This design comes from an exercise in tuning for small area on the open sky130 flow, not from production work. Function was checked by simulation only, so behaviour that the tests miss may differ from the original. Power is estimated from default activity; no workload was simulated.

## tundra
// store_issue_top
module store_issue_top (
  input  logic                        clk,
  input  logic                        rst,
  input  logic                        bus_hold,
  input  logic                        miss_hold,
  input  logic                        miss_pause,
  input  logic                        insert_data,
  input  logic                        req0_en,
  input  store_issue_pkg::line_addr_t req0_line,
  input  store_issue_pkg::offset_t    req0_offset,
  input  store_issue_pkg::size_t      req0_size,
  input  store_issue_pkg::data_t      req0_data,
  input  logic                        req1_en,
  input  store_issue_pkg::line_addr_t req1_line,
  input  store_issue_pkg::offset_t    req1_offset,
  input  store_issue_pkg::size_t      req1_size,
  input  store_issue_pkg::data_t      req1_data,
  output logic                        busy,
  output logic                        st0_en,
  output store_issue_pkg::line_addr_t st0_line,
  output store_issue_pkg::bank_t      st0_bank_begin,
  output store_issue_pkg::bank_t      st0_bank_end,
  output store_issue_pkg::ben_t       st0_ben_begin,
  output store_issue_pkg::ben_t       st0_ben_end,
  output store_issue_pkg::data_t      st0_data,
  output logic                        st1_en,
  output store_issue_pkg::line_addr_t st1_line,
  output store_issue_pkg::bank_t      st1_bank_begin,
  output store_issue_pkg::bank_t      st1_bank_end,
  output store_issue_pkg::ben_t       st1_ben_begin,
  output store_issue_pkg::ben_t       st1_ben_end,
  output store_issue_pkg::data_t      st1_data
);
==> flow/config.mk <==
export PLATFORM = sky130hd
export DESIGN_NAME = store_issue_top
export DESIGN_NICKNAME = store_issue_top
export VERILOG_FILES = /design/flow/design.v
export SDC_FILE = /design/flow/constraint.sdc
export NUM_CORES = 4
export LEC_CHECK = 0
export CAP_MARGIN = 20
export CORE_MARGIN = 2
export CORE_UTILIZATION = 35
export SLEW_MARGIN = 20
export SYNTH_HIERARCHICAL = 1
==> flow/constraint.sdc <==
create_clock -name core_clock -period 8.0 [get_ports {clk}]
set_input_delay 1.6000 -clock core_clock [delete_from_list [all_inputs] [get_ports {clk}]]
set_output_delay 1.6000 -clock core_clock [all_outputs]
set_load 0.01 [all_outputs]
standard.sh (not shown) runs the stock make flow with config.mk's settings and CLKGATE_MAP_FILE= SYNTH_SCRIPT=/design/flow/synth_recipe.tcl, a recipe that flattens the netlist after the stock synthesis.
==> flow/flow/run.sh <==
#!/bin/bash
# Standard ORFS layout with two changes: port buffers use the smallest buffer
# cell, and clock tree synthesis adds no dummy loads.
set -euo pipefail
bash standard.sh \
  "BUFFER_PORTS_ARGS=-buffer_cell sky130_fd_sc_hd__buf_1" \
  "CTS_ARGS=-sink_clustering_enable -repair_clock_nets -dont_use_dummy_load -buf_list sky130_fd_sc_hd__clkbuf_4 -sink_clustering_size 14 -sink_clustering_max_diameter 30" \
  finish > flow_make.log 2>&1
--- input diff tundra..delta ---
- CORE_UTILIZATION now 20, was 35
==> flow/flow/run.sh <==
#!/bin/bash
# Standard ORFS layout with two changes: port buffers use the smallest buffer
# cell, and clock tree synthesis adds no dummy loads.
set -euo pipefail
bash standard.sh \
  "BUFFER_PORTS_ARGS=-buffer_cell sky130_fd_sc_hd__buf_1" \
  "CTS_ARGS=-sink_clustering_enable -repair_clock_nets -dont_use_dummy_load -buf_list sky130_fd_sc_hd__clkbuf_4" \
  finish > flow_make.log 2>&1
## What came out
Against tundra, delta comes in 540 higher on post-route non-filler standard cell count.
Compared with tundra, in delta shortest period the worst path allows saw an increase; post-layout total power rose by 5.1%; relative contribution of the clock network to total power saw an increase; routed length on met2 now sits higher.
Setup changes, delta to lagoon
- PLACE_DENSITY newly set to 0.75
- CORE_UTILIZATION changed from 20 to 35
==> flow/flow/run.sh <==
#!/bin/bash
# Standard ORFS layout with two changes: port buffers use the smallest buffer
# cell, and clock tree synthesis adds no dummy loads.
set -euo pipefail
bash standard.sh \
  "BUFFER_PORTS_ARGS=-buffer_cell sky130_fd_sc_hd__buf_1" \
  "CTS_ARGS=-sink_clustering_enable -repair_clock_nets -dont_use_dummy_load -buf_list sky130_fd_sc_hd__clkbuf_4 -sink_clustering_size 10 -sink_clustering_max_diameter 40" \
  finish > flow_make.log 2>&1
Results
lagoon finished all stages; the layout is clean.
Against delta as the reference, lagoon delivers a lower die outline area.
Post-route worst hold slack in lagoon vs delta: up 0.0090 ns
lagoon against delta: combinational group share of total power increased by 1.6 points relative to the old numbers; pin count of the biggest net entering global routing rose by 12.
Post-layout minimum cycle time was lower in the run labelled lagoon.
Diff delta -> lagoon | combinational gate power | down by a few percent
lagoon against delta: post-synthesis cell count stayed essentially flat; clock buffer count lost 43; register-to-register slack shows no meaningful change.

what the ideal ports hide:
No port has a modelled driver above. Below, the same layouts with a new extraction and two added sets of constraints. Step 1 assumes that a clkbuf_16 drives the clock port and a buf_2 every other input. Step 2 also shifts input and output timing later by t, the mid clock arrival at the registers, as if the neighbouring blocks saw the same clock. Slacks: ideal ports / drivers / drivers and shift; pairs: ideal ports / drivers.
| run | t, ns | setup slack, ns | worst hold slack (ns) | pins driven straight from the clock port |
|---|---|---|---|---|
| tundra | 0.847 | 1.761 / 1.702 / 2.548 | 0.465 / 0.465 / 0.465 | 1 |
| delta | 0.924 | 1.175 / 1.122 / 2.046 | 0.464 / 0.464 / 0.464 | 1 |
| lagoon | 0.887 | 1.842 / 1.780 / 2.581 | 0.473 / 0.473 / 0.473 | 1 |
After both steps setup and hold are still met in every run listed.
